This is an optimization exercise on Yosys and OpenROAD, whose aim is small area, a short achievable clock period and few clock cycles per item, not a production implementation.
The RTL was checked by simulation tests, not by an equivalence proof against the original design.

$ cat flow/design.v
module mod_inv_bin #(
    parameter int WIDTH     = 128,
    parameter int MAX_STEPS = 4*WIDTH+4,
    parameter int CNT_W     = $clog2(MAX_STEPS+1)
) (
    input  logic             clk,
    input  logic             rst,
    input  logic [WIDTH-1:0] a,
    input  logic [WIDTH-1:0] p,
    input  logic             start,
    output logic             busy,
    output logic [WIDTH-1:0] inv,
    output logic             done,
    output logic             error,
    output logic [1:0]       err_code
);
    localparam int W  = WIDTH;
    localparam int XW = W + 1;       
    localparam int AW = W + 5;       
    function automatic logic [3:0] ntab(input logic [2:0] pl, input logic [3:0] d);
        case ({pl, d})
            7'd0: ntab = 4'd0;
            7'd1: ntab = 4'd15;
            7'd2: ntab = 4'd14;
            7'd3: ntab = 4'd13;
            7'd4: ntab = 4'd12;
            7'd5: ntab = 4'd11;
            7'd6: ntab = 4'd10;
            7'd7: ntab = 4'd9;
            7'd8: ntab = 4'd8;
            7'd9: ntab = 4'd7;
            7'd10: ntab = 4'd6;
            7'd11: ntab = 4'd5;
            7'd12: ntab = 4'd4;
            7'd13: ntab = 4'd3;
            7'd14: ntab = 4'd2;
            7'd15: ntab = 4'd1;
            7'd16: ntab = 4'd0;
            7'd17: ntab = 4'd5;
            7'd18: ntab = 4'd10;
            7'd19: ntab = 4'd15;
            7'd20: ntab = 4'd4;
            7'd21: ntab = 4'd9;
            7'd22: ntab = 4'd14;
            7'd23: ntab = 4'd3;
            7'd24: ntab = 4'd8;
            7'd25: ntab = 4'd13;
            7'd26: ntab = 4'd2;
            7'd27: ntab = 4'd7;
            7'd28: ntab = 4'd12;
            7'd29: ntab = 4'd1;
            7'd30: ntab = 4'd6;
            7'd31: ntab = 4'd11;
            7'd32: ntab = 4'd0;
            7'd33: ntab = 4'd3;
            7'd34: ntab = 4'd6;
            7'd35: ntab = 4'd9;
            7'd36: ntab = 4'd12;
            7'd37: ntab = 4'd15;
            7'd38: ntab = 4'd2;
            7'd39: ntab = 4'd5;
            7'd40: ntab = 4'd8;
            7'd41: ntab = 4'd11;
            7'd42: ntab = 4'd14;
            7'd43: ntab = 4'd1;
            7'd44: ntab = 4'd4;
            7'd45: ntab = 4'd7;
            7'd46: ntab = 4'd10;
            7'd47: ntab = 4'd13;
            7'd48: ntab = 4'd0;
            7'd49: ntab = 4'd9;
            7'd50: ntab = 4'd2;
            7'd51: ntab = 4'd11;
            7'd52: ntab = 4'd4;
            7'd53: ntab = 4'd13;
            7'd54: ntab = 4'd6;
            7'd55: ntab = 4'd15;
            7'd56: ntab = 4'd8;
            7'd57: ntab = 4'd1;
            7'd58: ntab = 4'd10;
            7'd59: ntab = 4'd3;
            7'd60: ntab = 4'd12;
            7'd61: ntab = 4'd5;
            7'd62: ntab = 4'd14;
            7'd63: ntab = 4'd7;
            7'd64: ntab = 4'd0;
            7'd65: ntab = 4'd7;
            7'd66: ntab = 4'd14;
            7'd67: ntab = 4'd5;
            7'd68: ntab = 4'd12;
            7'd69: ntab = 4'd3;
            7'd70: ntab = 4'd10;
            7'd71: ntab = 4'd1;
            7'd72: ntab = 4'd8;
            7'd73: ntab = 4'd15;
            7'd74: ntab = 4'd6;
            7'd75: ntab = 4'd13;
            7'd76: ntab = 4'd4;
            7'd77: ntab = 4'd11;
            7'd78: ntab = 4'd2;
            7'd79: ntab = 4'd9;
            7'd80: ntab = 4'd0;
            7'd81: ntab = 4'd13;
            7'd82: ntab = 4'd10;
            7'd83: ntab = 4'd7;
            7'd84: ntab = 4'd4;
            7'd85: ntab = 4'd1;
            7'd86: ntab = 4'd14;
            7'd87: ntab = 4'd11;
            7'd88: ntab = 4'd8;
            7'd89: ntab = 4'd5;
            7'd90: ntab = 4'd2;
            7'd91: ntab = 4'd15;
            7'd92: ntab = 4'd12;
            7'd93: ntab = 4'd9;
            7'd94: ntab = 4'd6;
            7'd95: ntab = 4'd3;
            7'd96: ntab = 4'd0;
            7'd97: ntab = 4'd11;
            7'd98: ntab = 4'd6;
            7'd99: ntab = 4'd1;
            7'd100: ntab = 4'd12;
            7'd101: ntab = 4'd7;
            7'd102: ntab = 4'd2;
            7'd103: ntab = 4'd13;
            7'd104: ntab = 4'd8;
            7'd105: ntab = 4'd3;
            7'd106: ntab = 4'd14;
            7'd107: ntab = 4'd9;
            7'd108: ntab = 4'd4;
            7'd109: ntab = 4'd15;
            7'd110: ntab = 4'd10;
            7'd111: ntab = 4'd5;
            7'd112: ntab = 4'd0;
            7'd113: ntab = 4'd1;
            7'd114: ntab = 4'd2;
            7'd115: ntab = 4'd3;
            7'd116: ntab = 4'd4;
            7'd117: ntab = 4'd5;
            7'd118: ntab = 4'd6;
            7'd119: ntab = 4'd7;
            7'd120: ntab = 4'd8;
            7'd121: ntab = 4'd9;
            7'd122: ntab = 4'd10;
            7'd123: ntab = 4'd11;
            7'd124: ntab = 4'd12;
            7'd125: ntab = 4'd13;
            7'd126: ntab = 4'd14;
            7'd127: ntab = 4'd15;
            default: ntab = 4'd0;
        endcase
    endfunction
    function automatic logic [3:0] m2sel(input logic [3:0] tau, input logic [1:0] jc);
        case ({tau, jc})
            6'd0: m2sel = 4'b0000;
            6'd1: m2sel = 4'b0000;
            6'd2: m2sel = 4'b0000;
            6'd3: m2sel = 4'b0000;
            6'd4: m2sel = 4'b0000;
            6'd5: m2sel = 4'b0000;
            6'd6: m2sel = 4'b0000;
            6'd7: m2sel = 4'b0000;
            6'd8: m2sel = 4'b0000;
            6'd9: m2sel = 4'b0000;
            6'd10: m2sel = 4'b0000;
            6'd11: m2sel = 4'b0000;
            6'd12: m2sel = 4'b0000;
            6'd13: m2sel = 4'b0000;
            6'd14: m2sel = 4'b1000;
            6'd15: m2sel = 4'b1000;
            6'd16: m2sel = 4'b0000;
            6'd17: m2sel = 4'b0000;
            6'd18: m2sel = 4'b1000;
            6'd19: m2sel = 4'b1000;
            6'd20: m2sel = 4'b0000;
            6'd21: m2sel = 4'b0000;
            6'd22: m2sel = 4'b0010;
            6'd23: m2sel = 4'b1000;
            6'd24: m2sel = 4'b0000;
            6'd25: m2sel = 4'b0000;
            6'd26: m2sel = 4'b0010;
            6'd27: m2sel = 4'b1000;
            6'd28: m2sel = 4'b0000;
            6'd29: m2sel = 4'b0000;
            6'd30: m2sel = 4'b0000;
            6'd31: m2sel = 4'b0100;
            6'd32: m2sel = 4'b0000;
            6'd33: m2sel = 4'b0000;
            6'd34: m2sel = 4'b0000;
            6'd35: m2sel = 4'b0100;
            6'd36: m2sel = 4'b0000;
            6'd37: m2sel = 4'b0000;
            6'd38: m2sel = 4'b0000;
            6'd39: m2sel = 4'b0001;
            6'd40: m2sel = 4'b0000;
            6'd41: m2sel = 4'b0000;
            6'd42: m2sel = 4'b0000;
            6'd43: m2sel = 4'b0001;
            6'd44: m2sel = 4'b0000;
            6'd45: m2sel = 4'b0000;
            6'd46: m2sel = 4'b1000;
            6'd47: m2sel = 4'b0010;
            6'd48: m2sel = 4'b0000;
            6'd49: m2sel = 4'b0000;
            6'd50: m2sel = 4'b1000;
            6'd51: m2sel = 4'b0010;
            6'd52: m2sel = 4'b0000;
            6'd53: m2sel = 4'b0000;
            6'd54: m2sel = 4'b0010;
            6'd55: m2sel = 4'b0010;
            6'd56: m2sel = 4'b0000;
            6'd57: m2sel = 4'b0000;
            6'd58: m2sel = 4'b0010;
            6'd59: m2sel = 4'b0010;
            6'd60: m2sel = 4'b0000;
            6'd61: m2sel = 4'b0000;
            6'd62: m2sel = 4'b0000;
            6'd63: m2sel = 4'b0000;
            default: m2sel = 4'b0000;
        endcase
    endfunction
    function automatic logic [6:0] dtab(input logic [2:0] pl, input logic [3:0] d,
                                        input logic [1:0] jc);
        logic [1:0] t4;
        t4 = 2'(-(d[1:0] * {pl[0], 1'b1}));
        if (jc == 2'd0) t4[1] = 1'b0;
        dtab = {t4 == 2'd1, t4 == 2'd2, t4 == 2'd3, ntab(pl, d)};
    endfunction
    function automatic logic [6:0] dctl(input logic [3:0] ul, input logic [3:0] vl);
        logic       ue, ve, bo, sub;
        logic [3:0] dl, src;
        ue  = ~ul[0];
        ve  = ul[0] & ~vl[0];
        bo  = ul[0] & vl[0];
        sub = (ul[1] == vl[1]);
        dl  = sub ? (ul - vl) : (ul + vl);
        src = bo ? dl : (ue ? ul : vl);
        dctl = {ve, bo, sub & bo, ~src[1] & ~src[2] & ~src[3], ~src[1] & ~src[2] & src[3],
                ~src[1] & src[2], src[1]};
    endfunction
    function automatic logic [6:0] digit(input logic [6:0] c,
                                         input logic [3:0] x1l, input logic [3:0] x2l,
                                         input logic [2:0] pl);
        logic [3:0] al, bl;
        logic [1:0] jc;
        al = c[6] ? x2l : x1l;
        bl = c[5] ? (c[4] ? 4'(-x2l) : x2l) : 4'd0;
        jc = {c[3] | c[2], c[3] | c[1]};
        digit = dtab(pl, 4'(al + bl), jc);
    endfunction
    logic st_idle, st_loop, st_final, st_fin;
    logic start_q, first_q;
    logic busy_q, done_q, error_q;
    logic [1:0] err_code_q;
    logic [W-1:0]  u_q;              
    logic [W:0]    v_q;              
    logic [XW-1:0] x1_q, x2_q;       
    logic [W-1:0]  pr_q;
    logic [6:0]    sel_q;            
    logic [6:0]    ctl_q;            
    logic accept;
    assign accept = st_idle & start & ~start_q;
    logic sv, both, ue, ve, sub;
    assign sv   = v_q[W];
    assign ve   = ctl_q[6];
    assign both = ctl_q[5];
    assign sub  = ctl_q[4];
    assign ue   = ~ve & ~both;
    logic [W+2:0] dfull;
    logic [W+1:0] dsum;
    logic ne;
    assign ne    = ve | both;
    assign dfull = {2'b0, u_q & {W{~ve}}, 1'b1}
                 + {({v_q[W], v_q} & {(W+2){ne}}) ^ {(W+2){sub}}, sub};
    assign dsum  = dfull[W+2:1];
    logic [W-1:0] vmag;
    logic eq, ge, u_hi_zero, v_zero;
    assign vmag      = {v_q[W-1:1] ^ {(W-1){sv}}, v_q[0]};
    logic eq_raw;
    assign eq_raw    = (u_q[W-1:1] == vmag[W-1:1]);
    assign eq        = both & eq_raw;
    assign ge        = (u_q >= vmag);
    assign u_hi_zero = ~|u_q[W-1:1];
    logic u_one, v_one, halt;
    assign u_one = u_hi_zero & u_q[0];
    assign v_one = ~|vmag[W-1:1] & v_q[0];
    assign halt  = eq | u_one | v_one;
    assign v_zero    = ~|v_q;
    logic [W+1:0] src, shifted;
    assign src = dsum;
    logic j1, j2, j3, j4;
    assign {j4, j3, j2, j1} = ctl_q[3:0];
    assign shifted = ({(W+2){j1}} & {{1{src[W+1]}}, src[W+1:1]})
                   | ({(W+2){j2}} & {{2{src[W+1]}}, src[W+1:2]})
                   | ({(W+2){j3}} & {{3{src[W+1]}}, src[W+1:3]})
                   | ({(W+2){j4}} & {{4{src[W+1]}}, src[W+1:4]});
    logic          x1s, x2s;
    logic          y_p, y_2p, y_np, z_4p, z_8p, z_n4p, z_n8p;
    logic          b_neg_op;
    logic [AW-1:0] p_ext, opa, opb, opy, opz, s1, c1, s2, c2;
    logic [AW:0]   wfull;
    logic [AW-1:0] w;
    assign x1s = x1_q[XW-1];
    assign x2s = x2_q[XW-1];
    assign {y_p, y_2p, y_np} = sel_q[6:4];
    assign {z_4p, z_8p, z_n4p, z_n8p} = m2sel(sel_q[3:0], {ctl_q[3] | ctl_q[2], ctl_q[3] | ctl_q[1]});
    assign b_neg_op = sub;
    assign p_ext = {{(AW-W){1'b0}}, pr_q};
    assign opa = {AW{~ve}} & {{(AW-XW){x1s}}, x1_q};
    assign opb = ({AW{ne}} & {{(AW-XW){x2s}}, x2_q}) ^ {AW{sub}};
    assign opy = ({AW{y_p}}  & p_ext)
               | ({AW{y_2p}} & (p_ext << 1))
               | ({AW{y_np}} & ~p_ext);
    assign opz = ({AW{z_4p}}  & (p_ext << 2))
               | ({AW{z_8p}}  & (p_ext << 3))
               | ({AW{z_n4p}} & ~(p_ext << 2))
               | ({AW{z_n8p}} & ~(p_ext << 3));
    assign s1 = opa ^ opb ^ opy;
    assign c1 = {(opa[AW-2:0] & opb[AW-2:0]) | (opa[AW-2:0] & opy[AW-2:0]) | (opb[AW-2:0] & opy[AW-2:0]), b_neg_op};
    assign s2 = s1 ^ c1 ^ opz;
    assign c2 = {(s1[AW-2:0] & c1[AW-2:0]) | (s1[AW-2:0] & opz[AW-2:0]) | (c1[AW-2:0] & opz[AW-2:0]), y_np};
    assign wfull = {s2, 1'b1} + {c2, z_n4p | z_n8p};
    assign w     = wfull[AW:1];
    logic [XW-1:0] xnew;
    assign xnew = ({XW{j1}} & w[XW:1])
                | ({XW{j2}} & w[XW+1:2])
                | ({XW{j3}} & w[XW+2:3])
                | ({XW{j4}} & w[XW+3:4]);
    logic [6:0] sel_u, sel_v, sel_f, sel_d;
    logic [6:0] ctl_u, ctl_v, ctl_f, ctl_d;
    logic       take_v;
    assign ctl_u   = dctl(shifted[3:0], v_q[3:0]);
    assign ctl_v   = dctl(u_q[3:0], shifted[3:0]);
    assign ctl_f   = dctl(u_q[3:0], v_q[3:0]);
    function automatic logic [7:0] sum3(input logic [7:0] a, input logic [7:0] b,
                                        input logic [7:0] c, input logic c0, input logic ci);
        logic [7:0] ss, cc;
        ss = a ^ b ^ c;
        cc = {(a[6:0] & b[6:0]) | (a[6:0] & c[6:0]) | (b[6:0] & c[6:0]), c0};
        sum3 = ss + cc + {7'd0, ci};
    endfunction
    function automatic logic [3:0] shj(input logic [7:0] x, input logic [3:0] jh);
        shj = ({4{jh[0]}} & x[4:1]) | ({4{jh[1]}} & x[5:2])
            | ({4{jh[2]}} & x[6:3]) | ({4{jh[3]}} & x[7:4]);
    endfunction
    logic [7:0] x1sh, x2sh, s_w, s_up, s_um, s_vp, s_vm;
    logic [3:0] dl_u, dl_v;
    logic       zc;
    assign zc   = z_n4p | z_n8p;
    assign x1sh = ({8{j1}} & {x1_q[6:0], 1'b0}) | ({8{j2}} & {x1_q[5:0], 2'b0})
                | ({8{j3}} & {x1_q[4:0], 3'b0}) | ({8{j4}} & {x1_q[3:0], 4'b0});
    assign x2sh = ({8{j1}} & {x2_q[6:0], 1'b0}) | ({8{j2}} & {x2_q[5:0], 2'b0})
                | ({8{j3}} & {x2_q[4:0], 3'b0}) | ({8{j4}} & {x2_q[3:0], 4'b0});
    assign s_w  = s2[7:0] + c2[7:0] + {7'd0, zc};
    assign s_up = sum3(s2[7:0], c2[7:0], x2sh, 1'b0, zc);
    assign s_um = sum3(s2[7:0], c2[7:0], ~x2sh, 1'b1, zc);
    assign s_vp = sum3(s2[7:0], c2[7:0], x1sh, 1'b0, zc);
    assign s_vm = sum3(~s2[7:0], ~c2[7:0], x1sh, 1'b1, ~zc);
    assign dl_u = ctl_u[6] ? x2_q[3:0] :
                  ctl_u[5] ? (ctl_u[4] ? shj(s_um, ctl_q[3:0]) : shj(s_up, ctl_q[3:0])) :
                  shj(s_w, ctl_q[3:0]);
    assign dl_v = ctl_v[6] ? shj(s_w, ctl_q[3:0]) :
                  ctl_v[5] ? (ctl_v[4] ? shj(s_vm, ctl_q[3:0]) : shj(s_vp, ctl_q[3:0])) :
                  x1_q[3:0];
    assign sel_u   = dtab(pr_q[3:1], dl_u, {ctl_u[3] | ctl_u[2], ctl_u[3] | ctl_u[1]});
    assign sel_v   = dtab(pr_q[3:1], dl_v, {ctl_v[3] | ctl_v[2], ctl_v[3] | ctl_v[1]});
    assign sel_f   = digit(ctl_f, 4'd0, 4'd1, pr_q[3:1]);
    assign take_v  = ve | (both & ~ge);
    logic [6:0] sel_h, ctl_h;
    assign sel_h   = u_one ? {x1s, 6'b0} : {sv ^ x2s, 6'b0};
    assign ctl_h   = u_one ? 7'b0 : {1'b1, 1'b0, sv, 4'b0};
    assign sel_d   = first_q ? sel_f : halt ? sel_h : (take_v ? sel_v : sel_u);
    assign ctl_d   = first_q ? ctl_f : halt ? ctl_h : (take_v ? ctl_v : ctl_u);
    always_ff @(posedge clk) begin
        sel_q <= sel_d;
        ctl_q <= ctl_d;
    end
    logic err2, err1, err3, stop_ok, any_err;
    assign err2    = st_loop & first_q & (~u_q[0] | u_hi_zero);
    assign err1    = st_loop & first_q & ~(~u_q[0] | u_hi_zero)
                   & (v_zero | ~ge | (eq_raw & (u_q[0] == v_q[0])));
    assign err3    = st_loop & ~first_q & eq & ~u_one;
    assign stop_ok = st_loop & ~first_q & (u_one | v_one);
    assign any_err = err1 | err2 | err3;
    always_ff @(posedge clk) begin
        if (rst) begin
            st_idle    <= 1'b1;
            st_loop    <= 1'b0;
            st_final   <= 1'b0;
            st_fin     <= 1'b0;
            start_q    <= 1'b0;
            first_q    <= 1'b0;
            busy_q     <= 1'b0;
            done_q     <= 1'b0;
            error_q    <= 1'b0;
            err_code_q <= 2'd0;
        end else begin
            start_q  <= start;
            first_q  <= accept;
            st_idle  <= (st_idle & ~accept) | st_fin;
            st_loop  <= accept | (st_loop & ~any_err & ~stop_ok);
            st_final <= stop_ok;
            st_fin   <= any_err | st_final;
            busy_q   <= accept | (busy_q & ~st_fin);
            done_q   <= st_final;
            error_q  <= any_err;
            if (any_err | st_final)
                err_code_q <= err2 ? 2'd2 : err1 ? 2'd1 : err3 ? 2'd3 : 2'd0;
        end
    end
    logic loop_step, upd_u, upd_v;
    assign loop_step = st_loop & ~first_q & ~halt;
    assign upd_u     = loop_step & (ue | (both & ge));
    assign upd_v     = loop_step & (ve | (both & ~ge));
    always_ff @(posedge clk) begin
        if (st_idle) begin
            u_q  <= p;
            v_q  <= {1'b0, a};
            pr_q <= p;
            x2_q <= XW'(1);
        end else begin
            if (upd_u) u_q <= shifted[W-1:0];
            if (upd_v) begin
                v_q  <= shifted[W:0];
                x2_q <= xnew;
            end
        end
    end
    always_ff @(posedge clk) begin
        if (st_idle | any_err)
            x1_q <= '0;
        else if (upd_u)
            x1_q <= xnew;
        else if (st_final)
            x1_q <= w[XW-1:0];
    end
    assign busy     = busy_q;
    assign done     = done_q;
    assign error    = error_q;
    assign inv      = x1_q[W-1:0];
    assign err_code = err_code_q;
endmodule
$ cat flow/constraint.sdc
create_clock -name core_clock -period 10.0 [get_ports {clk}]
set_input_delay 2.0000 -clock core_clock [delete_from_list [all_inputs] [get_ports {clk}]]
set_output_delay 2.0000 -clock core_clock [all_outputs]
set_load 0.01 [all_outputs]
$ cat flow/config.mk
export PLATFORM = sky130hd
export DESIGN_NAME = mod_inv_bin
export DESIGN_NICKNAME = mod_inv_bin
export VERILOG_FILES = /design/flow/design.v
export SDC_FILE = /design/flow/constraint.sdc
export NUM_CORES = 4
export LEC_CHECK = 0
export CAP_MARGIN = 20
export CORE_MARGIN = 2
export CORE_UTILIZATION = 30
export PLACE_DENSITY = 0.45
export SETUP_SLACK_MARGIN = 5.0
export SLEW_MARGIN = 20
export TNS_END_PERCENT = 5
$ cat flow/run.sh
#!/bin/bash
# synth_recipe.tcl (not shown) runs the flow's synth.tcl, then flattens the netlist and writes it again
# the make line also repeats each setting of config.mk as NAME=value (left out here)
make -C /OpenROAD-flow-scripts/flow DESIGN_CONFIG=/design/flow/config.mk WORK_HOME=/design/flow/orfs CLKGATE_MAP_FILE= SYNTH_SCRIPT=/design/flow/synth_recipe.tcl finish
==> results of run 1 <==
[Yosys cell counts, types with 287 or more instances]
library cell	count
fa_1	287
edfxtp_1	384
a21oi_1	843
inv_1	815
nor2b_1	326
clkbuf_1	665
nor2_1	802
nand2_1	1097
ha_1	445
a21o_1	329
a211oi_1	410
xnor2_1	550
o21ai_0	324
[registers in the layout, indices dropped and copies added, names as in the netlist]
signal,count
start_q,1
first_q,1
st_idle,1
x2_q,129
v_q,129
error_q,1
busy_q,1
st_final,1
done_q,1
u_q,128
st_fin,1
x1_q,129
ctl_q,7
sel_q,7
err_code_q,2
st_loop,1
pr_q,128
[cell families (layout without fill, tap and decap cells)]
logic type | Yosys count | after routing | synth area share, %
XOR/XNOR | 653 | 653 | 7.248
buffers and inverters | 1567 | 1772 | 7.474
AND/OR/NAND/NOR | 3174 | 3179 | 19.00
AO/OA/AOI/OAI | 3312 | 3313 | 29.48
adder cells (fa/ha/maj) | 733 | 733 | 14.28
other | 0 | 14 | 0
flip-flops | 668 | 668 | 21.71
multiplexers | 58 | 58 | 0.8078
[worst max-delay path, cell delays in order (launching register included)]
cell and delay (ps):
dfxtp_4 410, clkinv_8 160, nand2_8 170, buf_12 130, buf_6 320, nand2_1 120, xnor2_1 150, ha_1 570
nand4_1 300, or3_1 510, nor4_2 580, inv_1 120, a2111oi_2 460, buf_4 260, o21ai_0 260, a21oi_1 430
mux2i_1 180, a221o_1 340, a221oi_1 390, a21oi_1 80
[worst max-delay path by stage]
stage | endpoint | from | depth (start not counted) | slack [ps]
CTS | sel_q[3] | ctl_q[1] | 27 | 3840
detailed placement | x2_q[106] | sel_q[2] | 21 | 1240
finish | u_q[111] | ctl_q[6] | 19 | 3690
global route | sel_q[2] | ctl_q[6] | 24 | 3590
global placement | x2_q[114] | sel_q[2] | 21 | 160
floorplan | sel_q[2] | pr_q[2] | 22 | 4130
[area by class of cell]
cell class	count	area share [%]
multi-input combinational	7936	62.39
sequential	668	17.92
timing repair buffer	777	8.494
tap	3515	4.560
inverter	820	3.260
clock buffer	123	2.748
clock inverter	50	0.5734
antenna	14	0.03633
timing repair inverter	2	0.01816
[repair_timing]
action,CTS,global route
cloned,21,1
pin swaps,162,75
buffers inserted,205,57
gates resized for setup,638,224
endpoints found under the setup margin,775,755
[layer usage]
layer	share of wire, %	wire length [um]
met5	0.024	102
met4	6.1	26280
met3	8.5	36780
met2	43	186800
met1	42	183600
==> results.sh, run 1 <==
export IMPL_min_path_type="flop to flop"
export IMPL_yosysWarnings=1
export IMPL_hp_start="st_fin"
export IMPL_syn_area_sq_um=79300
export IMPL_clock_tree_root_cell="clkbuf_16"
export IMPL_die_area_sq_um=268500
export IMPL_skew_ps=41.62
export IMPL_syn_mean_instance_area_sq_um=7.801
export IMPL_clkSinkCount=668
export IMPL_multi_input_area_sq_um=60170
export IMPL_io_pin_count=392
export IMPL_min_path_cells=2
export IMPL_post_synth_num_cell_types=125
export IMPL_vias_per_cell=5.999
export IMPL_crit_path_start_kind="flop"
export IMPL_synth_edf_count=384
export IMPL_clk_latency_ps=780
export IMPL_synth_top_cell_area_share_pct=14.54
export IMPL_tightest_slew_ps=1145
export IMPL_finalHoldWorstSlack_ps=454.4
export IMPL_drt_drc_violations_left=0
export IMPL_postLayoutCellArea_sq_um=96440
export IMPL_die_width_um=518.1
export IMPL_dpl_cell_area_sq_um=86040
export IMPL_busiest_layer="met2"
export IMPL_ant_nets=0
export IMPL_whs_endpoint="st_idle"
export IMPL_dr_pass1_iters=10
export IMPL_setup_ws_ps=3687
export IMPL_portBuffers=391
export IMPL_cts_buffer_depth=3
export IMPL_layout_common_cells="nand2_1 (1076), a21oi_1 (798), inv_1 (791)"
export IMPL_wl_per_cell_um=31.18
export IMPL_instances_no_fill=13910
export IMPL_synth_seq_area_share_pct=21.71
export IMPL_synth_seq_cells=668
export IMPL_final_common_cell="nand2_1"
export IMPL_rsz0062_at_grt="true"
export IMPL_ys_async_sr_fraction_pct=0
export IMPL_core_area_sq_um=262700
export IMPL_setup_viol=0
export IMPL_cts_tree="built"
export IMPL_r2r_cells=19
export IMPL_htree_num_levels=3
export IMPL_reg2reg_from="ctl_q[6]"
export IMPL_nFillCells=27360
export IMPL_nets=11290
export IMPL_holdBufCountCts=0
export IMPL_crit_fanout=35
export IMPL_grtUsageTotal_pct=31.06
export IMPL_grt_max_degree=141
export IMPL_outcome="finished clean"
export IMPL_start_util_pct=30.18
export IMPL_worstPathArrival_ps=6780
export IMPL_antenna_found_initial=43
export IMPL_numCtsBuffers=95
export IMPL_grt_pass1_wl_um=610600
export IMPL_num_rows=188
export IMPL_pre_cts_slack_ps=1245
export IMPL_syn2layout_area_growth_pct=21.61
export IMPL_worst_r2r_endpoint="u_q[111]"
export IMPL_slew_violations=0
export IMPL_register_area_sq_um=17280
export IMPL_vias=83410
export IMPL_syn_instance_count=10170
export IMPL_reg2reg_setup_slack_ps=3690
export IMPL_drt_iter0_drc=9610
export IMPL_fin_setup_tns_ps=0
export IMPL_clkTransAtPathRegs_ps=70
export IMPL_yosys_top_cells_area="edfxtp_1 (15%), fa_1 (7.2%), dfxtp_1 (7.2%)"
export IMPL_cp_required_ps=10460
export IMPL_met1_usage_pct=41.48
export IMPL_fmax_mhz=158.4
export IMPL_ys_flop_type="edfxtp_1"
export IMPL_relSlewSlack_pct=23.23
export IMPL_die_height_um=518.1
export IMPL_hold_violations=0
export IMPL_crit_type="flop to flop"
export IMPL_grtUsageMet2_pct=47.24
export IMPL_grt_pass1_vias=79990
export IMPL_grt_overflow=0
export IMPL_endpoint_kind="flop"
export IMPL_synth_area_leader_cell="edfxtp_1"
export IMPL_placed_cells=13430
export IMPL_met3_usage_pct=6.221
export IMPL_syn_nets=11160
export IMPL_max_cap_violations=0
export IMPL_drt_total_wl_um=433500
export IMPL_min_period_ps=6313
export IMPL_drive_above_1_share_pct=11.70
export IMPL_gp_congestion=0.9957
export IMPL_layout_worst_path_cycle_share_pct=63.13
export IMPL_dp_hpwl_um=324700
export IMPL_utilization_pct=36.71
Testbench counts, summed over its fixed seeds: cycles 35,437, items 384.
==> run 2: changes to the inputs <==
--- a/flow/config.mk
+++ b/flow/config.mk
@@ -13,2 +13,2 @@
 export SLEW_MARGIN = 20
-export TNS_END_PERCENT = 5
+export TNS_END_PERCENT = 1
==> run 2 against run 1 <==
Still clean. Area after synthesis did not move. Synthesized cell count unchanged. Critical endpoint is now u_q[119]. Largest cell class unchanged. Highest routed layer unchanged.
==> results.sh, run 2 <==
export IMPL_grtUsageTotal_pct=30.94
export IMPL_synthTopCellsByCount="nand2_1 (1097), a21oi_1 (843), inv_1 (815)"
export IMPL_htree_num_levels=3
export IMPL_min_path_type="flop to flop"
export IMPL_synth_most_common_cell="nand2_1"
export IMPL_relSlewSlack_pct=20.64
export IMPL_antenna_found_initial=42
export IMPL_endpoint_kind="flop"
export IMPL_dpl_cell_area_sq_um=86040
export IMPL_gp_congestion=0.9957
export IMPL_pre_cts_slack_ps=1245
export IMPL_syn_mean_instance_area_sq_um=7.801
export IMPL_slowest_stage="o21ai_0"
export IMPL_vias_per_cell=5.994
export IMPL_drt_total_wl_um=431600
export IMPL_r2r_cells=19
export IMPL_grt_pass1_wl_um=608600
export IMPL_nets=11220
export IMPL_outcome="finished clean"
export IMPL_portBuffers=391
export IMPL_clkTransAtPathRegs_ps=70
export IMPL_io_pin_count=392
export IMPL_path_depth=19
export IMPL_yosys_top_cells_area="edfxtp_1 (15%), fa_1 (7.2%), dfxtp_1 (7.2%)"
export IMPL_cts_tree="built"
export IMPL_ys_async_sr_fraction_pct=0
export IMPL_syn2layout_area_growth_pct=18.93
export IMPL_ys_flop_type="edfxtp_1"
export IMPL_reg2reg_from="ctl_q[6]"
export IMPL_setup_viol=0
export IMPL_fin_setup_tns_ps=0
export IMPL_syn_nets=11160
export IMPL_syn_area_sq_um=79300
export IMPL_numCtsBuffers=95
export IMPL_setup_ws_ps=3638
export IMPL_final_common_cell="nand2_1"
export IMPL_crit_top_cell="a21oi_1"
export IMPL_skew_ps=37.53
export IMPL_drt_iter0_drc=9355
export IMPL_min_period_ps=6362
export IMPL_crit_family="compound AO/OA/AOI/OAI gates"
export IMPL_crit_start="ctl_q[6]"
export IMPL_slew_violations=0
export IMPL_crit_path_end="u_q[119]"
export IMPL_core_area_sq_um=262700
export IMPL_multi_input_area_sq_um=58860
export IMPL_die_area_sq_um=268500
export IMPL_cp_required_ps=10460
export IMPL_max_cap_violations=0
export IMPL_grt_pass1_vias=79730
export IMPL_vias=82950
export IMPL_yosysWarnings=1
export IMPL_fmax_mhz=157.2
export IMPL_wl_per_cell_um=31.19
export IMPL_clock_tree_root_cell="clkbuf_16"
export IMPL_num_rows=188
export IMPL_holdBufCountCts=0
export IMPL_tightest_slew_ps=1180
export IMPL_hp_start="st_fin"
export IMPL_worst_r2r_endpoint="u_q[119]"
export IMPL_synth_top_cell_area_share_pct=14.54
export IMPL_crit_type="flop to flop"
export IMPL_max_stage_delay_ps=550
export IMPL_dr_pass1_iters=9
export IMPL_crit_fanout=35
export IMPL_reg_top3="v_q (129), x1_q (129), x2_q (129)"
export IMPL_hold_violations=0
export IMPL_synth_seq_area_share_pct=21.71
export IMPL_postLayoutCellArea_sq_um=94320
export IMPL_start_util_pct=30.18
export IMPL_ant_nets=0
export IMPL_cp_num_buf_inv=3
export IMPL_clk_latency_ps=780
export IMPL_grt_overflow=0
export IMPL_synth_seq_cells=668
export IMPL_crit_chain="clkinv_8, nand2_8, buf_12, buf_6, nand2_1, xnor2_1, ha_1, a21oi_1, o21ai_0, a221oi_1, o21ai_0, a21oi_1, o21a_1, o31a_1, o211a_1, o21ai_1, mux2_2, a221oi_1, a21oi_1"
export IMPL_register_area_sq_um=17280
export IMPL_synth_area_leader_cell="edfxtp_1"
export IMPL_nFillCells=27530
export IMPL_dp_hpwl_um=324700
export IMPL_drt_drc_violations_left=0
export IMPL_post_synth_num_cell_types=125
export IMPL_layout_common_cells="nand2_1 (1084), a21oi_1 (809), inv_1 (796)"
export IMPL_syn_instance_count=10170
export IMPL_reg2reg_setup_slack_ps=3640
export IMPL_crit_path_start_kind="flop"
export IMPL_grt_max_degree=141
export IMPL_die_height_um=518.1
export IMPL_clkSinkCount=668
export IMPL_drive_above_1_share_pct=9.745
export IMPL_worstPathArrival_ps=6830
export IMPL_rsz0062_at_grt="true"
export IMPL_cts_buffer_depth=3
export IMPL_finalHoldWorstSlack_ps=454.9
export IMPL_layout_worst_path_cycle_share_pct=63.62
export IMPL_synth_edf_count=384
export IMPL_die_width_um=518.1
-- run 2: worst register-to-register path, stage by stage, from the launching register on --
cell and delay (ps):
dfxtp_4 410, clkinv_8 160, nand2_8 190, buf_12 140, buf_6 330, nand2_1 140, xnor2_1 140, ha_1 510
a21oi_1 110, o21ai_0 530, a221oi_1 170, o21ai_0 550, a21oi_1 200, o21a_1 220, o31a_1 260, o211a_1 400
o21ai_1 530, mux2_2 450, a221oi_1 520, a21oi_1 80
-- run 2: worst min-delay path by stage --
stage / to / depth (start not counted)
after detailed placement: st_idle / 2
after floorplan: st_idle / 2
final: st_idle / 2
after global placement: st_idle / 2
after global routing: st_idle / 2
after CTS: st_idle / 2
-- run 2: what timing repair did --
item	4_1_cts	5_1_grt
setup endpoints to repair	775	755
pin swaps	121	45
gates resized for setup	508	95
endpoints found under the hold margin	0	0
setup buffers	167	25
gates cloned	19	0
-- run 2: cell type report --
| cell class | count | area share, % |
|---|---|---|
| Multi-Input combinational cell | 7936 | 62.41 |
| Sequential cell | 668 | 18.32 |
| Timing Repair Buffer | 704 | 7.806 |
| Tap cell | 3515 | 4.663 |
| Inverter | 820 | 3.331 |
| Clock buffer | 123 | 2.810 |
| Clock inverter | 50 | 0.5864 |
| Antenna cell | 20 | 0.05306 |
| Timing Repair inverter | 2 | 0.01857 |
-- run 2: cell families after synthesis --
logic type,after synthesis,share of synthesized area (%)
adders and majority gates,733,14.28
xor gates and xnor gates,653,7.248
buffers and inverters,1567,7.474
DFF,668,21.71
muxes,58,0.8078
and+or+nand+nor,3174,19.00
AOI/OAI and AO/OA,3312,29.48
-- run 2: per-layer routing --
| metal | part of all wire [%] | GRT usage (%) |
|---|---|---|
| met5 | 0.0030 | 0 |
| met4 | 5.9 | 15.89 |
| met3 | 8.2 | 6.016 |
| met2 | 43 | 46.97 |
| met1 | 43 | 41.50 |
-- run 2: through the flow --
stage | instances | util (%)
2_1_floorplan | 10170 | -
3_3_place_gp | 13430 | 32.74
3_5_place_dp | 13430 | 32.75
4_1_cts | 13790 | 35.64
5_1_grt | 13820 | 35.88
6_report | 13840 | 35.90
==> run 3: changes to the inputs <==
--- a/flow/design.v
+++ b/flow/design.v
@@ -383,2 +383,4 @@
     assign stop_ok = st_loop & ~first_q & (u_one | v_one);
+    logic stop_now;
+    assign stop_now = stop_ok & u_one & ~x1s;
     assign any_err = err1 | err2 | err3;
@@ -401,8 +403,8 @@
             st_loop  <= accept | (st_loop & ~any_err & ~stop_ok);
-            st_final <= stop_ok;
-            st_fin   <= any_err | st_final;
+            st_final <= stop_ok & ~stop_now;
+            st_fin   <= any_err | st_final | stop_now;
             busy_q   <= accept | (busy_q & ~st_fin);
-            done_q   <= st_final;
+            done_q   <= st_final | stop_now;
             error_q  <= any_err;
-            if (any_err | st_final)
+            if (any_err | st_final | stop_now)
                 err_code_q <= err2 ? 2'd2 : err1 ? 2'd1 : err3 ? 2'd3 : 2'd0;
==> run 3 against run 2 <==
Global-route usage down 2.2 points. Highest routed layer unchanged. Fmax grew 1.7%. First-iteration DRC count decreased by 10%. Synthesized cell count decreased by 3.2%. Register-to-register slack gained 110 ps. Critical path type unchanged. Worst setup slack better by 110 ps. Still clean on timing, DRC and antenna. Sequential share of layout area up 0.35 points. Clock skew is 11 ps lower. Count of clock-buffer cells in the layout rose by 1.
==> results.sh, run 3 <==
export IMPL_die_width_um=510.2
export IMPL_grt_pass1_wl_um=550100
export IMPL_yosys_top_cells_area="edfxtp_1 (15%), fa_1 (7.5%), dfxtp_1 (7.4%)"
export IMPL_io_pin_count=392
export IMPL_cts_tree="built"
export IMPL_htree_num_levels=3
export IMPL_synth_top_family_by_area="compound AO/OA/AOI/OAI gates"
export IMPL_synth_seq_cells=668
export IMPL_vias=78110
export IMPL_max_cap_violations=0
export IMPL_die_height_um=510.2
export IMPL_synthTopCellsByCount="nand2_1 (1191), a21oi_1 (882), inv_1 (851)"
export IMPL_fin_setup_tns_ps=0
export IMPL_numCtsBuffers=93
export IMPL_dr_wl_met2_um=172800
export IMPL_grt_max_degree=150
export IMPL_slew_violations=0
export IMPL_dr_pass1_iters=10
export IMPL_clkSinkCount=668
export IMPL_min_path_type="flop to flop"
export IMPL_synth_edf_count=384
export IMPL_setup_viol=0
export IMPL_num_rows=185
export IMPL_crit_type="flop to flop"
export IMPL_dp_hpwl_um=296400
export IMPL_endpoint_kind="flop"
export IMPL_cp_required_ps=10650
export IMPL_nets=10920
export IMPL_met1_length_um=165800
export IMPL_synth_compound_area_share_pct=28.80
export IMPL_syn_area_sq_um=76880
export IMPL_syn_nets=10830
export IMPL_synth_top_cell_area_share_pct=15.00
export IMPL_tightest_slew_ps=1127
export IMPL_ys_async_sr_fraction_pct=0
export IMPL_met3_length_um=28230
export IMPL_vias_per_cell=5.838
export IMPL_grt_pass1_vias=74860
export IMPL_syn_instance_count=9842
export IMPL_drt_drc_violations_left=0
export IMPL_grtUsageTotal_pct=28.76
export IMPL_clk_latency_ps=760
export IMPL_crit_fanout=7
export IMPL_relSlewSlack_pct=24.88
export IMPL_fmax_mhz=159.9
export IMPL_portBuffers=391
export IMPL_crit_path_start_kind="flop"
export IMPL_synth_seq_area_share_pct=22.39
export IMPL_grt_overflow=0
export IMPL_synthSimpleGateAreaFrac_pct=17.05
export IMPL_synth_most_common_cell="nand2_1"
export IMPL_gp_congestion=0.9587
export IMPL_syn_mean_instance_area_sq_um=7.812
export IMPL_synthAdderAreaFrac_pct=14.73
export IMPL_worstPathArrival_ps=6900
export IMPL_crit_chain="or2_4, buf_12, buf_4, nand2_2, xnor2_2, fa_1, fa_2, buf_6, fa_2, ha_4, a21o_4, a221oi_4, xnor2_2, and3_4, o21ai_2, a221o_2, inv_4, ha_4, inv_2, mux4_2, mux4_2, o22ai_2"
export IMPL_skew_ps=26.89
export IMPL_drive_above_1_share_pct=10.94
export IMPL_max_stage_delay_ps=620
export IMPL_ys_flop_type="edfxtp_1"
export IMPL_rsz0062_at_grt="true"
export IMPL_synth_area_leader_cell="edfxtp_1"
export IMPL_clkTransAtPathRegs_ps=60
export IMPL_yosysWarnings=1
export IMPL_syn2layout_area_growth_pct=20.28
export IMPL_hold_violations=0
export IMPL_highest_layer="met5"
export IMPL_wl_per_cell_um=29.03
export IMPL_slowest_stage="fa_2"
export IMPL_layout_worst_path_cycle_share_pct=62.54
export IMPL_core_area_sq_um=254400
export IMPL_drt_iter0_drc=8421
export IMPL_drt_total_wl_um=388400
export IMPL_post_synth_num_cell_types=122
export IMPL_antenna_found_initial=32
export IMPL_min_period_ps=6254
export IMPL_die_area_sq_um=260300
export IMPL_ant_nets=0
export IMPL_clock_tree_root_cell="clkbuf_16"
export IMPL_synth_mux_area_share_pct=1.325
export IMPL_start_util_pct=30.22
export IMPL_outcome="finished clean"
export IMPL_cts_buffer_depth=3
export IMPL_synth_xor_area_share_pct=7.934
export IMPL_finalHoldWorstSlack_ps=498.9
export IMPL_layout_common_cells="nand2_1 (1165), a21oi_1 (826), inv_1 (824)"
export IMPL_reg_top3="v_q (129), x1_q (129), x2_q (129)"
export IMPL_final_common_cell="nand2_1"
export IMPL_holdBufCountCts=0
[run 3: cell types whose count changed after synthesis, moves of 39 or more]
cell / delta
a21oi_1: +39
a211oi_1: -191
o21ai_0: +230
mux2i_1: +40
nand2_1: +94
nor2_1: -250
and2_1: -41
[run 3: path summary, 6_finish.rpt]
kind | start | to | slack, ps | depth (start not counted)
max | ctl_q[5] | sel_q[2] | 3750 | 22
max reg2reg | ctl_q[5] | sel_q[2] | 3750 | 22
min reg2reg | x2_q[40] | x2_q[40] | 500 | 2
min | x2_q[40] | x2_q[40] | 500 | 2
[run 3: kinds of logic (layout without fill, tap and decap cells)]
group,Yosys count,count (layout)
buffers and inverters,1581,1736
and+or+nand+nor,2805,2813
other,0,9
adders and majority gates,733,733
muxes,95,95
xor gates and xnor gates,689,689
AOI/OAI and AO/OA,3271,3271
DFF,668,668
[run 3: area by class of cell]
type                    count  area [sq um]
fillers                 26380        161900
diodes                      9         22.52
repair buffers            711          7345
clock buffers             124          2653
inverters                 854          3232
flip-flops and latches    668         17270
multi-input cells        7601         57220
well taps                3366          4212
clock inverters            47         518.0
[run 3: metal layers]
layer  vias to the layer above  global-route usage, %
li1                      35460                      -
met1                     38600                  38.56
met2                      3386                  45.06
met3                       646                  4.720
met4                        14                  13.31
met5                         -                      0
[run 3: worst max-delay path: cells and delay by family (launching register included)]
| kind | cells | cell delay, ps |
|---|---|---|
| xor gates and xnor gates | 2 | 240 |
| adders and majority gates | 5 | 2070 |
| AOI/OAI and AO/OA | 5 | 1280 |
| buffers and inverters | 5 | 600 |
| DFF | 1 | 400 |
| muxes | 2 | 970 |
| and+or+nand+nor | 3 | 580 |
[run 3: timing repair]
item | CTS | global route
gates cloned | 13 | 3
setup endpoints to repair | 788 | 757
buffers inserted | 138 | 67
gates resized for setup | 413 | 355
pin swaps | 120 | 115
[run 3: stage by stage]
step                      setup WS, ps  instance area (sq um)  instances  util, %
final                             3746                  92480      13380    36.35
after global routing              3606                  92460      13370    36.35
after CTS                         3872                  90320      13300    35.50
after detailed placement          1931                  83540      12980    32.84
after global placement            1887                  83540      12980    32.84
after floorplan                   3996                  77210       9842        -
Testbench counts of run 3, summed over its fixed seeds: cycles 35,351, items 384.
==> run 4: changes to the inputs <==
--- a/flow/config.mk
+++ b/flow/config.mk
@@ -13,2 +13,2 @@
 export SLEW_MARGIN = 20
-export TNS_END_PERCENT = 1
+export TNS_END_PERCENT = 5
==> run 4 against run 3 <==
Utilization grew 0.53 points. Hold slack got worse by 1.6 ps. Still clean. Critical path type unchanged. Area after synthesis is the same. Count of clock-buffer cells in the layout unchanged. Flip-flop and latch count is the same. Highest routed layer unchanged. Fmax about the same. Die area stayed put.
==> results.sh, run 4 <==
export IMPL_synth_top_cell_area_share_pct=15.00
export IMPL_portBuffers=391
export IMPL_die_height_um=510.2
export IMPL_die_area_sq_um=260300
export IMPL_htree_num_levels=3
export IMPL_grt_pass1_wl_um=554100
export IMPL_endpoint_kind="flop"
export IMPL_max_cap_violations=0
export IMPL_grt_max_degree=150
export IMPL_tightest_slew_ps=1123
export IMPL_start_util_pct=30.22
export IMPL_pre_cts_slack_ps=1931
export IMPL_nets=10950
export IMPL_yosysWarnings=1
export IMPL_antenna_found_initial=32
export IMPL_reg_top3="v_q (129), x1_q (129), x2_q (129)"
export IMPL_outcome="finished clean"
export IMPL_grtUsageTotal_pct=28.99
export IMPL_min_period_ps=6253
export IMPL_reg2reg_from="ctl_q[1]"
export IMPL_grt_pass1_vias=75500
export IMPL_crit_chain="buf_4, buf_4, buf_4, inv_1, or3_1, o2111a_1, nand2_1, o21ai_0, ha_1, a21o_1, a21oi_1, xor2_1, mux2i_1, o22ai_1, a21oi_1, nor3b_1, or3_1"
export IMPL_drt_iter0_drc=8181
export IMPL_synthTopCellsByCount="nand2_1 (1191), a21oi_1 (882), inv_1 (851)"
export IMPL_synth_edf_count=384
export IMPL_worst_r2r_endpoint="ctl_q[3]"
export IMPL_dp_hpwl_um=296400
export IMPL_multi_input_area_sq_um=58110
export IMPL_cp_required_ps=10620
export IMPL_skew_ps=28.72
export IMPL_max_stage_delay_ps=730
export IMPL_drt_total_wl_um=391500
export IMPL_vias_per_cell=5.852
export IMPL_holdBufCountCts=0
export IMPL_drive_above_1_share_pct=12.17
export IMPL_cts_tree="built"
export IMPL_synth_seq_cells=668
export IMPL_crit_type="flop to flop"
export IMPL_synth_area_leader_cell="edfxtp_1"
export IMPL_wl_per_cell_um=29.17
export IMPL_numCtsBuffers=93
export IMPL_fin_setup_tns_ps=0
export IMPL_crit_fanout=66
export IMPL_num_rows=185
export IMPL_die_width_um=510.2
export IMPL_setup_viol=0
export IMPL_min_path_cells=2
export IMPL_crit_top_cell="buf_4"
export IMPL_core_area_sq_um=254400
export IMPL_ant_nets=0
export IMPL_placed_cells=12980
export IMPL_syn_mean_instance_area_sq_um=7.812
export IMPL_relSlewSlack_pct=25.15
export IMPL_worstPathArrival_ps=6870
export IMPL_gp_congestion=0.9587
export IMPL_syn_area_sq_um=76880
export IMPL_cp_num_buf_inv=4
export IMPL_yosys_top_cells_area="edfxtp_1 (15%), fa_1 (7.5%), dfxtp_1 (7.4%)"
export IMPL_syn_nets=10830
export IMPL_register_area_sq_um=17270
export IMPL_layout_worst_path_cycle_share_pct=62.53
export IMPL_reg2reg_setup_slack_ps=3750
export IMPL_cts_buffer_depth=3
export IMPL_setup_ws_ps=3747
export IMPL_fmax_mhz=159.9
export IMPL_grt_overflow=0
export IMPL_crit_family="buffers and inverters"
export IMPL_slew_violations=0
export IMPL_slowest_stage="buf_4"
export IMPL_utilization_pct=36.88
export IMPL_ys_async_sr_fraction_pct=0
export IMPL_final_common_cell="nand2_1"
export IMPL_layout_common_cells="nand2_1 (1162), inv_1 (827), a21oi_1 (809)"
export IMPL_clk_latency_ps=760
export IMPL_vias=78540
export IMPL_hp_start="x2_q[40]"
export IMPL_synth_seq_area_share_pct=22.39
export IMPL_rsz0062_at_grt="true"
export IMPL_hold_violations=0
export IMPL_synth_most_common_cell="nand2_1"
export IMPL_syn_instance_count=9842
export IMPL_clkTransAtPathRegs_ps=60
export IMPL_instances_no_fill=13420
export IMPL_syn2layout_area_growth_pct=22.03
export IMPL_post_synth_num_cell_types=122
export IMPL_whs_endpoint="x2_q[40]"
export IMPL_dr_pass1_iters=10
export IMPL_nFillCells=26240
export IMPL_r2r_cells=17
export IMPL_path_depth=17
export IMPL_io_pin_count=392
export IMPL_ys_flop_type="edfxtp_1"
export IMPL_min_path_type="flop to flop"
export IMPL_crit_path_start_kind="flop"
export IMPL_drt_drc_violations_left=0
export IMPL_clkSinkCount=668
export IMPL_clock_tree_root_cell="clkbuf_16"
-- run 4: cell count changes in the layout (fill, tap and decap cells not counted), moves of 7 or more --
cell	previous run	this run
a21boi_0	45	37
a21boi_2	9	18
a21oi_1	826	809
a21oi_2	49	63
buf_4	223	245
diode_2	9	16
ha_1	348	330
ha_4	56	74
nor2_1	521	511
nor2_2	18	25
xor2_1	103	93
xor2_4	5	12
-- run 4: routing by layer --
layer | vias to the layer above | track usage [%] | wire length, um | share of wire [%]
met5 | - | 0 | 77 | 0.020
met4 | 10 | 13.40 | 21110 | 5.4
met3 | 633 | 4.596 | 27540 | 7.0
met2 | 3386 | 45.60 | 175000 | 45
met1 | 38940 | 38.82 | 167800 | 43
li1 | 35570 | - | - | -
-- run 4: worst max-delay path by stage --
stage / startpoint / endpoint / slack, ps
final: ctl_q[1] / ctl_q[3] / 3750
after global routing: ctl_q[1] / ctl_q[3] / 3560
after CTS: ctl_q[5] / sel_q[3] / 3870
after detailed placement: ctl_q[2] / x2_q[63] / 1930
after global placement: ctl_q[6] / x1_q[122] / 1890
after floorplan: ctl_q[6] / sel_q[2] / 4000
-- run 4: cell type report --
type | instances | area share [%]
Inverter | 854 | 3.447
Antenna cell | 16 | 0.04268
Multi-Input combinational cell | 7600 | 61.94
Clock inverter | 47 | 0.5521
Clock buffer | 124 | 2.827
Sequential cell | 668 | 18.41
Timing Repair Buffer | 745 | 8.296
Tap cell | 3366 | 4.489
-- run 4: through the flow --
step | cell area, sq um | hold slack [ps]
floorplan | 77210 | 410.3
global placement | 83540 | 482.9
detailed placement | 83540 | 483.5
CTS | 91930 | 494.2
global route | 93790 | 514.9
finish | 93820 | 497.3
-- run 4: worst min-delay path, delay by kind of cell, from the launching register on --
family / cells / cell delay, ps
flops: 1 / 310
simple gates: 2 / 140
-- run 4: cell families after synthesis --
kind of cell,after synthesis,share of synthesized area (%)
buffers and inverters,1581,7.779
multiplexers,95,1.325
AO/OA/AOI/OAI,3271,28.80
AND/OR/NAND/NOR,2805,17.05
flip-flops,668,22.39
XOR/XNOR,689,7.934
adder cells (fa/ha/maj),733,14.73
-- run 4: what timing repair did --
item,in CTS,in global routing
gates cloned,18,2
pin swaps,149,101
setup buffers,178,56
gates resized for setup,662,284
setup endpoints to repair,788,751

==> what the ideal ports hide <==
Ports are ideal in the flow. The routed layouts listed here were re-timed in OpenROAD.
Step 1 (the two cells are an assumption about what drives the block):
set clk [get_ports {clk}]
set_driving_cell -lib_cell sky130_fd_sc_hd__clkbuf_16 $clk
set_driving_cell -lib_cell sky130_fd_sc_hd__buf_2 [delete_from_list [all_inputs] $clk]
Step 2 adds t to the input delays and takes it off the output delays; t is the mean of the earliest and latest rising clock arrival at the registers after step 1. Input paths then give back, and output paths get back, about the clock's delay inside the block.
a / b / c = ideal / step 1 / step 2; a / b = the first two.
| run | shift t [ns] | setup WS [ns] | hold slack, ns | worst data-port slew with drivers (ns) |
|---|---|---|---|---|
| run 1 | 0.861 | 3.687 / 3.687 / 3.687 | 0.454 / 0.454 / 0.454 | 0.07 |
| run 2 | 0.867 | 3.638 / 3.638 / 3.638 | 0.455 / 0.455 / 0.455 | 0.07 |
| run 3 | 0.839 | 3.746 / 3.746 / 3.746 | 0.499 / 0.499 / 0.499 | 0.07 |
| run 4 | 0.837 | 3.747 / 3.747 / 3.747 | 0.497 / 0.497 / 0.497 | 0.07 |
After both steps setup and hold are still met in every run listed.
